This design comes from an exercise in tuning for small area, a short achievable clock period and few clock cycles per item on the open sky130 flow, not from production work. In this exercise RTL edits were held to simulation tests only and were not proved equivalent to the original.

==> flow/design.v, too long to show whole: its modules and the start of the top module <==
// module hsbrgb_front: 29 lines
// module hsbrgb_route: 17 lines
// module hsbrgb_l2: 192 lines
// module hsbrgb_l3: 277 lines
// module hsbrgb_l4: 206 lines
// module hsb_to_rgb_converter: 153 lines
module hsb_to_rgb_converter
(
    input  logic               clk,
    input  logic               rst_n,
    input  logic               in_valid,
    output logic               in_ready,
    input  logic [HUE_W-1:0]   hue_degrees,
    input  logic [PCT_W-1:0]   saturation_pct,
    input  logic [PCT_W-1:0]   brightness_pct,
    output logic               out_valid,
    input  logic               out_ready,
    output logic [LEVEL_W-1:0] red_level,
    output logic [LEVEL_W-1:0] green_level,
    output logic [LEVEL_W-1:0] blue_level
);
  // ...
==> flow/flow/run.sh <==
#!/bin/bash
set -euo pipefail
bash standard.sh SETUP_SLACK_MARGIN=6.6 finish > layout.log 2>&1
==> flow/standard.sh <==
#!/bin/bash
# synth_recipe.tcl (not shown) runs the flow's synth.tcl, then flattens the netlist and writes it again
# the make line also repeats each setting of config.mk as NAME=value (left out here)
make -C /OpenROAD-flow-scripts/flow DESIGN_CONFIG=/design/flow/config.mk WORK_HOME=/design/flow/orfs CLKGATE_MAP_FILE= SYNTH_SCRIPT=/design/flow/synth_recipe.tcl "${@:-finish}"
==> flow/config.mk <==
export PLATFORM = sky130hd
export DESIGN_NAME = hsb_to_rgb_converter
export DESIGN_NICKNAME = hsb_to_rgb_converter
export VERILOG_FILES = /design/flow/design.v
export SDC_FILE = /design/flow/constraint.sdc
export NUM_CORES = 4
export LEC_CHECK = 0
export ABC_CLOCK_PERIOD_IN_PS = 3000
export CAP_MARGIN = 20
export CORE_MARGIN = 2
export CORE_UTILIZATION = 40
export SETUP_SLACK_MARGIN = 5
export SLEW_MARGIN = 20
==> flow/constraint.sdc <==
create_clock -name core_clock -period 10.0 [get_ports {clk}]
set_input_delay 2.0000 -clock core_clock [delete_from_list [all_inputs] [get_ports {clk}]]
set_output_delay 2.0000 -clock core_clock [all_outputs]
set_load 0.01 [all_outputs]
==> flow_summary_export.csv, run 1 <==
group,metric,value,unit
run_status,status,"complete, no violations",
setup_path,cpLargestDelayFamily,"adder cells",
synthesis,syn_avg_cell_area,11.1,µm²
cts,cts_post_setup_buffers_inserted,105,
hold_path,whs_path_depth,0,
final_layout,finalCoreUtilization,50.1,%
setup_path,cp.required,10210,ps
final_layout,nets,2295,
timing,finClkSkew,11.9,ps
drt,post_drt_wl_per_cell,15.8,µm
global_route,grtUsageMet1,22.4,%
place,port_buffers,52,
final_layout,nonClkBufAreaFrac,8.25,%
synthesis,synthesis.area,18400,µm²
setup_path,crit_start,"q4_reg[15]",
final_layout,multi_input_area_share,54.1,%
timing,hold_ws,423,ps
hold_path,min_to,"sec3_reg[2]",
global_route,grt_use_met3,2.53,%
job,maxCapViolations,0,
cts,max-clock-path-buffers,2,
timing,worst_pin_slew,901,ps
drt,wl_met2,19900,µm
setup_path,rrSetupSlack,5270,ps
Testbench counts, summed over its fixed seeds: cycles 24,030, items 24,000.
==> run 2, diff against run 1 <==
==> flow/run.sh (new file) <==
#!/bin/bash
# synth_recipe.tcl (not shown) runs the flow's synth.tcl, then flattens the netlist and writes it again
# the make line also repeats each setting of config.mk as NAME=value (left out here)
make -C /OpenROAD-flow-scripts/flow DESIGN_CONFIG=/design/flow/config.mk WORK_HOME=/design/flow/orfs CLKGATE_MAP_FILE= SYNTH_SCRIPT=/design/flow/synth_recipe.tcl finish
--- a/flow/config.mk
+++ b/flow/config.mk
@@ -8,6 +8,6 @@
 export ABC_CLOCK_PERIOD_IN_PS = 3000
 export CAP_MARGIN = 20
 export CORE_MARGIN = 2
-export CORE_UTILIZATION = 40
+export CORE_UTILIZATION = 50
 export SETUP_SLACK_MARGIN = 5
 export SLEW_MARGIN = 20
removed: flow/flow/run.sh
removed: flow/standard.sh
==> flow_summary_export.csv, run 2 <==
group,metric,value,unit
timing,timing.setup.tns,0,ps
setup_path,crit_fanout,5,
floorplan,dieArea,38400,µm²
synthesis,ys_warn_count,3,
drt,wl_met2,17700,µm
job,maxCapViolations,0,
floorplan,core_area,36400,µm²
drt,detail_route.wirelength,35300,µm
timing,hold_violations,0,
final_layout,layout_commonest_cell,"inv_1",
cts,cts_tree,"done",
setup_path,cp.required,10200,ps
place,place_hpwl,28800,µm
global_route,grt_max_degree,81,
synthesis,syn-num-nets,2102,
final_layout,multi_input_area,11200,µm²
drt,post_drt_wl_per_cell,16.0,µm
final_layout,nets,2177,
synthesis,synth-simple-area-share,9.79,%
place,port_buffers,52,
synthesis,synthXorXnorAreaFrac,2.94,%
synthesis,ys_types,71,
timing,setup_viol,0,
timing,max_freq,207,MHz
run_status,status,"complete, no violations",
timing,period_share,48.3,%
synthesis,synth_edf_count,189,
synthesis,yosysTopAreaCellShare,30.8,%
floorplan,num_io_pins,53,
timing,finClkSkew,17.1,ps
place,gp_congestion,0.855,
timing,finalMaxSlewViolations,0,
synthesis,ys.flop_type,"edfxtp_1",
hold_path,worstHoldPathType,"reg -> reg",
synthesis,synthCells,1657,
setup_path,crit_chain,"clkinvlp_4 > fa_1 > fa_1 > inv_1 > fa_1 > inv_1 > fa_1 > inv_1 > ha_1 > and4_1 > o211ai_1 > a311oi_4 > nor2_2 > buf_4 > nor2b_1 > nor2_1 > a222oi_1 > inv_1",
timing,relSlewSlack,32.8,%
final_layout,antenna_cells,0,
drt,via_per_inst,5.16,
cts,cts_sinks,195,
drt,ant_nets,0,
floorplan,core.rowCount,70,
setup_path,critPathKind,"reg -> reg",
synthesis,netlist_top_cells_count,"inv_1 (364), fa_1 (218), ha_1 (200), edfxtp_1 (189), and2_1 (127)",
setup_path,crit_path_start_kind,"register",
setup_path,end_kind,"register",
synthesis,synth_adder_area_share,37.3,%
final_layout,regArea,5830,µm²
floorplan,die_width,196,µm
setup_path,critPathSlowestCell,"fa_1",
setup_path,critPathArrivalTime,5030,ps
timing,hold_ws,410,ps
synthesis,ys_seq_area_share,31.6,%
final_layout,nFillCells,3166,
global_route,grt_usage,19.8,%
synthesis,synthMuxAreaShare,1.71,%
synthesis,async_reset_ff_share,3.08,%
drt,met3WireLength,863,µm
synthesis,synth.area.top_cells,"edfxtp_1 (31%), fa_1 (24%), ha_1 (14%)",
timing,worst_pin_slew,1010,ps
cts,cts_root_buffer,"clkbuf_16",
cts,max-clock-path-buffers,2,
drt,top_layer_used,"met4",
timing,min_period,4830,ps
drt,via_count,11400,
drt,first_pass_iters,5,
cts,insertion_delay,460,ps
cts,cts_made_buffers,17,
synthesis,synth_compound_area_share,8.52,%
timing,rsz0062_at_grt,"false",
synthesis,synth_most_common_cell,"inv_1",
global_route,grt_pass1_wl,60500,µm
floorplan,initial_core_util,50.5,%
timing,worst_slack,5170,ps
drt,first_iter_violations,531,
synthesis,synth.largest_area_cell,"edfxtp_1",
synthesis,syn_avg_cell_area,11.1,µm²
drt,drc,0,
synthesis,synth_top_family_by_area,"adder cells",
cts,htree_levels,4,
global_route,grt_overflow_total,0,
final_layout,final_cell_mix,"inv_1 (359), fa_1 (218), ha_1 (198)",
final_layout,area_growth,10.7,%
drt,wl_met1,16000,µm
synthesis,synthesis.area,18400,µm²
place,dp_slack,4980,ps
global_route,grt_pass1_vias,12300,
floorplan,fp.dieH,196,µm
final_layout,drive_above_1_share,7.79,%
setup_path,slowest_delay,520,ps
global_route,antenna_found_initial,0,
synthesis,ys_seq_elements,195,
cts,clk_pin_slew,90,ps
-- run 2: cell counts after synthesis --
Identical to the previous run, type by type.
-- run 2: path summary, 6_finish.rpt --
kind,startpoint,end,slack (ps),depth (start not counted)
setup / recovery,q4_reg[17],blue_level[0],5170,18
hold / removal,vb3_reg[0],vb4_reg[0],410,0
setup reg to reg,q4_reg[17],blue_level[0],5170,18
hold reg to reg,vb3_reg[0],vb4_reg[0],410,0
max in group asynchronous,rst_n,s2_valid_reg,8020,1
min in group asynchronous,rst_n,out_valid_reg,1770,1
-- run 2: logic make-up after synthesis --
family                   count (synthesis)
AND/OR/NAND/NOR                        345
adder cells (fa/ha/maj)                418
AO/OA/AOI/OAI                          217
buffers and inverters                  393
multiplexers                            28
flip-flops                             195
XOR/XNOR                                61
-- run 2: layout make-up --
class / count / share of cell area (%)
sequential: 195 / 28.6
multi-input combinational: 1069 / 55.0
clock buffer: 17 / 2.09
tap: 468 / 2.87
inverter: 364 / 6.75
clock inverter: 15 / 0.909
timing repair buffer: 85 / 3.81
-- run 2: critical path, delay by kind of cell, from the launching register on --
kind / cells / cell delay, ps
AO/OA/AOI/OAI: 3 / 890
buffers and inverters: 6 / 560
flip-flops: 1 / 430
AND/OR/NAND/NOR: 4 / 510
adder cells (fa/ha/maj): 5 / 2190
-- run 2: repair_timing --
action,in CTS,in global routing
buffers inserted,1,28
endpoints found under the setup margin,5,24
gates resized for setup,1,17
pin swaps,0,11
hold buffers,0,0
endpoints found under the hold margin,0,0
-- run 2: metrics by stage --
stage	cells	area, µm²	util (%)
2_1_floorplan	1657	18400	-
3_3_place_gp	2151	19400	53.3
3_5_place_dp	2151	19400	53.3
4_1_cts	2184	20100	55.0
5_1_grt	2213	20400	55.9
6_report	2213	20400	55.9
-- run 2: layer usage --
layer  track usage [%]  vias to the layer above
met2              34.8                      153
met1              25.3                     5658
met4              6.65                        0
met3              2.82                       51
li1                  -                     5559
met5                 0                        -

[afterwards: timing with drivers on the ports]
The flow's constraints put no driver on any port. The routed layouts listed below were extracted and timed again, unchanged, in two steps.
Step 1, drivers: a clkbuf_16 drives clk and a buf_2 each remaining input, both assumed.
Step 2 times the ports against the registers' clock, not the clock port: input delays grow and output delays shrink by t, the midpoint of the rising clock arrivals with the driver on.
a / b / c = ideal / step 1 / step 2; a / b = the first two.
run	shift t [ns]	slack for setup (ns)	latest minus earliest clock arrival (ns)	worst register clock-pin slew, ns
run 1	0.501	5.274 / 5.274 / 5.274	0.012 / 0.012	0.08 / 0.08
run 2	0.506	5.172 / 5.172 / 5.172	0.018 / 0.017	0.09 / 0.09
After both steps every run listed still meets setup and hold.
